From an optimization exercise on the open Yosys and OpenROAD flow, aimed at small area; shortcuts taken in it are not production practice.
Only simulation tests tie the RTL to the original design; equivalence was not proved.

==> inputs of v24 <==
## mips_trace_capture
module mips_trace_capture #(
  parameter int DEPTH      = 16,
  parameter int WORD_WIDTH = 32
) (
  input  logic                    clk,
  input  logic                    reset,
  input  logic                    capture_en,
  input  logic                    MEM_WB_RegWrite,
  input  logic [4:0]              MEM_WB_RegisterRd,
  input  logic [WORD_WIDTH-1:0]   RegWriteData,
  input  logic                    EX_MEM_MemWrite,
  input  logic [WORD_WIDTH-1:0]   EX_MEM_ALU_result,
  input  logic [WORD_WIDTH-1:0]   EX_MEM_MemWriteData,
  output logic                    trace_valid,
  input  logic                    trace_ready,
  output logic [1:0]              trace_kind,
  output logic [WORD_WIDTH-1:0]   trace_addr,
  output logic [WORD_WIDTH-1:0]   trace_data,
  output logic [mips_trace_pkg::STAMP_WIDTH-1:0] trace_stamp,
  output logic [$clog2(DEPTH):0]  fifo_count,
  output logic [15:0]             overflow_cnt
);
==> module mips_trace_capture, before the edit <==
module mips_trace_capture #(
  parameter int DEPTH      = 16,
  parameter int WORD_WIDTH = 32
) (
  input  logic                    clk,
  input  logic                    reset,
  input  logic                    capture_en,
  input  logic                    MEM_WB_RegWrite,
  input  logic [4:0]              MEM_WB_RegisterRd,
  input  logic [WORD_WIDTH-1:0]   RegWriteData,
  input  logic                    EX_MEM_MemWrite,
  input  logic [WORD_WIDTH-1:0]   EX_MEM_ALU_result,
  input  logic [WORD_WIDTH-1:0]   EX_MEM_MemWriteData,
  output logic                    trace_valid,
  input  logic                    trace_ready,
  output logic [1:0]              trace_kind,
  output logic [WORD_WIDTH-1:0]   trace_addr,
  output logic [WORD_WIDTH-1:0]   trace_data,
  output logic [mips_trace_pkg::STAMP_WIDTH-1:0] trace_stamp,
  output logic [$clog2(DEPTH):0]  fifo_count,
  output logic [15:0]             overflow_cnt
);
  localparam int AW = $clog2(DEPTH);
  localparam int CW = AW + 1;
  localparam int SW = mips_trace_pkg::STAMP_WIDTH;
  localparam int RW = 1 + 2 * WORD_WIDTH + SW;
  logic [SW-1:0]    cycle_q;
  logic             valid_q;
  logic [15:0]      ovf_q;
  logic [16:0]      ovf_sum;
  logic [AW-1:0]    rd_q, wr;
  logic [CW-1:0]    count_q;
  logic             reg_ev, mem_ev, ev0, ev1, push0, push1, do_pop, nonempty;
  logic [CW-1:0]    count_d;
  logic [1:0]       dropped;
  logic             e_mem, o_mem;
  logic [RW-1:0]    bus_e, bus_o, head;
  logic [DEPTH-1:0] wdec, wdec1, we, rsel;
  assign reg_ev = capture_en && MEM_WB_RegWrite && (MEM_WB_RegisterRd != 5'd0);
  assign mem_ev = capture_en && EX_MEM_MemWrite;
  assign ev0      = reg_ev || mem_ev;
  assign ev1      = reg_ev && mem_ev;
  assign push0    = ev0 && !count_q[AW];
  assign push1    = ev1 && !count_q[AW] && (count_q[AW-1:0] != '1);
  assign nonempty = valid_q;
  assign do_pop   = trace_ready && nonempty;
  assign wr       = rd_q + count_q[AW-1:0];
  assign e_mem = wr[0] || !reg_ev;
  assign o_mem = !wr[0] || !reg_ev;
  assign bus_e = {e_mem, e_mem ? EX_MEM_ALU_result : WORD_WIDTH'(MEM_WB_RegisterRd),
                  e_mem ? EX_MEM_MemWriteData : RegWriteData, cycle_q};
  assign bus_o = {o_mem, o_mem ? EX_MEM_ALU_result : WORD_WIDTH'(MEM_WB_RegisterRd),
                  o_mem ? EX_MEM_MemWriteData : RegWriteData, cycle_q};
  always_comb begin
    for (int i = 0; i < DEPTH; i++) begin
      wdec[i] = (wr == AW'(i));
      wdec1[i] = (wr == AW'(i - 1));
      rsel[i] = nonempty && (rd_q == AW'(i));
    end
  end
  assign we = (wdec & {DEPTH{push0}}) | (wdec1 & {DEPTH{push1}});
  trace_fifo_dual_push #(.DEPTH(DEPTH), .RW(RW)) u_fifo (
    .clk_i   (clk),
    .we_i    (we),
    .bus_e_i (bus_e),
    .bus_o_i (bus_o),
    .rsel_i  (rsel),
    .head_o  (head)
  );
  assign count_d = count_q + CW'(push0) + CW'(push1) - CW'(do_pop);
  assign dropped = {1'b0, ev0 && !push0} + {1'b0, ev1 && !push1};
  assign ovf_sum = {1'b0, ovf_q} + 17'(dropped);
  always_ff @(posedge clk or posedge reset) begin
    if (reset) begin
      cycle_q <= '0;
      ovf_q   <= '0;
      rd_q    <= '0;
      count_q <= '0;
      valid_q <= 1'b0;
    end else begin
      cycle_q <= cycle_q + 1'b1;
      ovf_q   <= ovf_sum[16] ? 16'hFFFF : ovf_sum[15:0];
      rd_q    <= rd_q + AW'(do_pop);
      count_q <= count_d;
      valid_q <= (count_d != '0);
    end
  end
  assign trace_valid  = nonempty;
  assign trace_kind   = {1'b0, head[RW-1]};
  assign trace_addr   = head[RW-2 -: WORD_WIDTH];
  assign trace_data   = head[SW +: WORD_WIDTH];
  assign trace_stamp  = head[SW-1:0];
  assign fifo_count   = count_q;
  assign overflow_cnt = ovf_q;
endmodule
Settings: LEC_CHECK=0, CAP_MARGIN=20, CORE_MARGIN=2, CORE_UTILIZATION=40, SLEW_MARGIN=20; clock period 6.0 ns.
standard.sh (not shown) runs the stock make flow with config.mk's settings and CLKGATE_MAP_FILE= SYNTH_SCRIPT=/design/flow/synth_recipe.tcl, a recipe that flattens the netlist after the stock synthesis.
==> flow/flow/run.sh <==
#!/bin/bash
# Own layout flow: standard synthesis, an area re-map of its combinational logic (registers
# untouched), then the standard ORFS layout with small port buffers and a lighter clock tree.
set -euo pipefail
cd "$(dirname "$0")/.."
W=$PWD
R=$W/orfs/results/$FLOW_PLATFORM/mips_trace_capture/base
O=$W/orfs/objects/$FLOW_PLATFORM/mips_trace_capture/base
PLAT=$FLOW_HOME/platforms/$FLOW_PLATFORM

bash standard.sh synth > $W/synth.log 2>&1

cp $R/1_2_yosys.v $R/1_2_yosys_std.v
DU=$(sed -n '/DONT_USE_CELLS/,/^$/p' $PLAT/config.mk | grep -o "sky130_fd_sc_hd__[a-z0-9_]*" | sed 's/^/-dont_use /' | tr '\n' ' ')
if LIB=$PLAT/lib/sky130_fd_sc_hd__tt_025C_1v80.lib IN=$R/1_2_yosys_std.v OUT=$R/1_2_yosys_remap.v \
   TOP=$FLOW_TOP CONSTR=$O/abc.constr ABCSCRIPT=$W/flow/area.abc DONTUSE="$DU" \
   yosys -c $W/flow/remap.tcl > $W/remap.log 2>&1; then
  cp $R/1_2_yosys_remap.v $R/1_2_yosys.v
  rm -f $R/1_synth.odb $R/1_synth.sdc
else
  echo "remap failed; keeping the standard netlist" >> $W/remap.log
fi

export BUFFER_PORTS_ARGS="-buffer_cell sky130_fd_sc_hd__buf_1"
export CTS_ARGS="-sink_clustering_enable -repair_clock_nets -dont_use_dummy_load -buf_list sky130_fd_sc_hd__clkbuf_8 -sink_clustering_size 16 -sink_clustering_max_diameter 80"
bash standard.sh finish > $W/finish.log 2>&1
==> flow/flow/area.abc <==
strash
dch
amap
strash
dch
amap
topo
stime -c
==> flow/flow/remap.tcl <==
# Re-map the combinational logic of the standard synthesis netlist for area.
# Registers are black boxes here, so every register keeps its instance name and cell type.
# env: LIB IN OUT TOP CONSTR ABCSCRIPT DONTUSE
yosys -import
set lib $::env(LIB)
read_liberty -ignore_miss_func -ignore_buses $lib
blackbox sky130_fd_sc_hd__*df* sky130_fd_sc_hd__*dl* sky130_fd_sc_hd__conb_1
read_verilog $::env(IN)
hierarchy -top $::env(TOP)
tee -o $::env(OUT).before.stat stat -liberty $lib
flatten
opt_clean -purge
abc -script $::env(ABCSCRIPT) -liberty $lib -constr $::env(CONSTR) {*}$::env(DONTUSE)
opt_clean -purge
setundef -zero
hilomap -singleton -hicell sky130_fd_sc_hd__conb_1 HI -locell sky130_fd_sc_hd__conb_1 LO
splitnets
opt_clean -purge
tee -o $::env(OUT).stat stat -liberty $lib
write_verilog -noattr -noexpr -nohex -nodec $::env(OUT)
==> v13 (differences from v24) <==
--- a/flow/flow/run.sh
+++ b/flow/flow/run.sh
@@ -23,4 +23,5 @@
 
 export BUFFER_PORTS_ARGS="-buffer_cell sky130_fd_sc_hd__buf_1"
 export CTS_ARGS="-sink_clustering_enable -repair_clock_nets -dont_use_dummy_load -buf_list sky130_fd_sc_hd__clkbuf_8 -sink_clustering_size 16 -sink_clustering_max_diameter 80"
+export RECOVER_POWER=100
 bash standard.sh finish > $W/finish.log 2>&1
==> flow/flow/area.abc (replaced) <==
strash
dch
amap
topo
stime -c
==> v34 (differences from v24) <==
--- a/flow/design.v
+++ b/flow/design.v
@@ -52,13 +52,11 @@
   localparam int SW = mips_trace_pkg::STAMP_WIDTH;
   localparam int RW = 1 + 2 * WORD_WIDTH + SW;
   logic [SW-1:0]    cycle_q;
-  logic             valid_q;
   logic [15:0]      ovf_q;
   logic [16:0]      ovf_sum;
   logic [AW-1:0]    rd_q, wr;
   logic [CW-1:0]    count_q;
   logic             reg_ev, mem_ev, ev0, ev1, push0, push1, do_pop, nonempty;
-  logic [CW-1:0]    count_d;
   logic [1:0]       dropped;
   logic             e_mem, o_mem;
   logic [RW-1:0]    bus_e, bus_o, head;
@@ -69,7 +67,7 @@
   assign ev1      = reg_ev && mem_ev;
   assign push0    = ev0 && !count_q[AW];
   assign push1    = ev1 && !count_q[AW] && (count_q[AW-1:0] != '1);
-  assign nonempty = valid_q;
+  assign nonempty = (count_q != '0);
   assign do_pop   = trace_ready && nonempty;
   assign wr       = rd_q + count_q[AW-1:0];
   assign e_mem = wr[0] || !reg_ev;
@@ -94,7 +92,6 @@
     .rsel_i  (rsel),
     .head_o  (head)
   );
-  assign count_d = count_q + CW'(push0) + CW'(push1) - CW'(do_pop);
   assign dropped = {1'b0, ev0 && !push0} + {1'b0, ev1 && !push1};
   assign ovf_sum = {1'b0, ovf_q} + 17'(dropped);
   always_ff @(posedge clk or posedge reset) begin
@@ -103,13 +100,11 @@
       ovf_q   <= '0;
       rd_q    <= '0;
       count_q <= '0;
-      valid_q <= 1'b0;
     end else begin
       cycle_q <= cycle_q + 1'b1;
       ovf_q   <= ovf_sum[16] ? 16'hFFFF : ovf_sum[15:0];
       rd_q    <= rd_q + AW'(do_pop);
-      count_q <= count_d;
-      valid_q <= (count_d != '0);
+      count_q <= count_q + CW'(push0) + CW'(push1) - CW'(do_pop);
     end
   end
   assign trace_valid  = nonempty;
==> flow/run.sh (new file) <==
#!/bin/bash
# synth_recipe.tcl (not shown) runs the flow's synth.tcl, then flattens the netlist and writes it again
# the make line also repeats each setting of config.mk as NAME=value (left out here)
make -C /OpenROAD-flow-scripts/flow DESIGN_CONFIG=/design/flow/config.mk WORK_HOME=/design/flow/orfs CLKGATE_MAP_FILE= SYNTH_SCRIPT=/design/flow/synth_recipe.tcl finish
removed: flow/flow/run.sh
removed: flow/flow/area.abc
removed: flow/flow/remap.tcl
removed: flow/standard.sh
==> v19 (differences from v24) <==
==> flow/flow/area.abc (replaced) <==
strash
dch
amap
topo
stime -c
==> results.py <==
metrics = {
    "outcome": {
        "status": "failed layout checks",
        "violations": "max-capacitance violations, max-slew violations",
    },
    "flow_run": {
        "maxCapViolCount": 29,
    },
    "sta": {
        "slew_violations": 1123,
    },
    "power_and_ir_drop": {
        "pwr.group.clock_w": 0.00417,
    },
    "floorplan": {
        "dieWidth_um": 351.3,
    },
}
# the run above: v13

==> results.py <==
metrics = {
    "floorplan": {
        "dieWidth_um": 351.3,
    },
    "place": {
        "placed_area_um2": 52330,
    },
    "sta": {
        "slew_violations": 0,
    },
    "power_and_ir_drop": {
        "pwr.group.clock_w": 0.00417,
        "seq_cell_power_w": 0.0130,
    },
    "critical_path": {
        "crit_path_end": "trace_addr[29]",
        "reg2reg_slack_ps": 1920,
    },
    "final_layout": {
        "flops_and_latches": 1338,
    },
    "flow_run": {
        "maxCapViolCount": 0,
    },
    "outcome": {
        "status": "finished clean",
    },
}
# the run above: v19

==> results.py <==
metrics = {
    "sta": {
        "finalCritPeriodShare_pct": 95.52,
        "slew_violations": 0,
    },
    "clocking": {
        "htreeDepth": 4,
    },
    "floorplan": {
        "dieWidth_um": 365.0,
    },
    "power_and_ir_drop": {
        "pwr.group.clock_w": 0.00840,
    },
    "outcome": {
        "status": "finished clean",
    },
}
# the run above: v34

==> results.py <==
metrics = {
    "sta": {
        "fin_setup_tns_ps": 0,
        "max_slew_margin_pct": 21.62,
    },
    "floorplan": {
        "dieWidth_um": 350.9,
        "num_tap_cells": 1612,
    },
    "critical_path": {
        "cpPeakStageDelay_ps": 880,
    },
    "flow_run": {
        "maxCapViolCount": 0,
    },
    "outcome": {
        "status": "finished clean",
    },
}
# the run above: v24

==> port drivers added, routing unchanged <==
In the flow no input, the clock included, has a driving cell. The finished layouts below were timed again as built, in two steps.
Step 1 assumes that a clkbuf_16 drives the clock port and a buf_2 every other input.
Step 2 adds t to the input delays and takes it off the output delays; t is the mean of the earliest and latest rising clock arrival at the registers after step 1. Input paths then give back, and output paths get back, about the clock's delay inside the block.
Three values: ideal, step 1, step 2; two values: the first two.
| run | t, ns | slack for setup (ns) | hold slack, ns | worst setup path at the end | worst data-port slew with drivers (ns) |
|---|---|---|---|---|---|
| v24 | 0.805 | 0.525 / 0.458 / 0.898 | 0.552 / 0.510 / 0.552 | input to register | 0.08 |
| v13 | 0.805 | 0.211 / 0.151 / -0.561 | 0.530 / 0.530 / 0.530 | input to register | 0.17 |
| v34 | 0.798 | 0.269 / 0.194 / 0.992 | 0.545 / 0.545 / 0.545 | register to output | 0.08 |
| v19 | 0.804 | 0.354 / 0.289 / 1.093 | 0.530 / 0.496 / 0.530 | register to output | 0.17 |
For v13, which loses most, drivers alone change the setup slack by -0.060 ns; drivers and shift together by -0.772 ns.
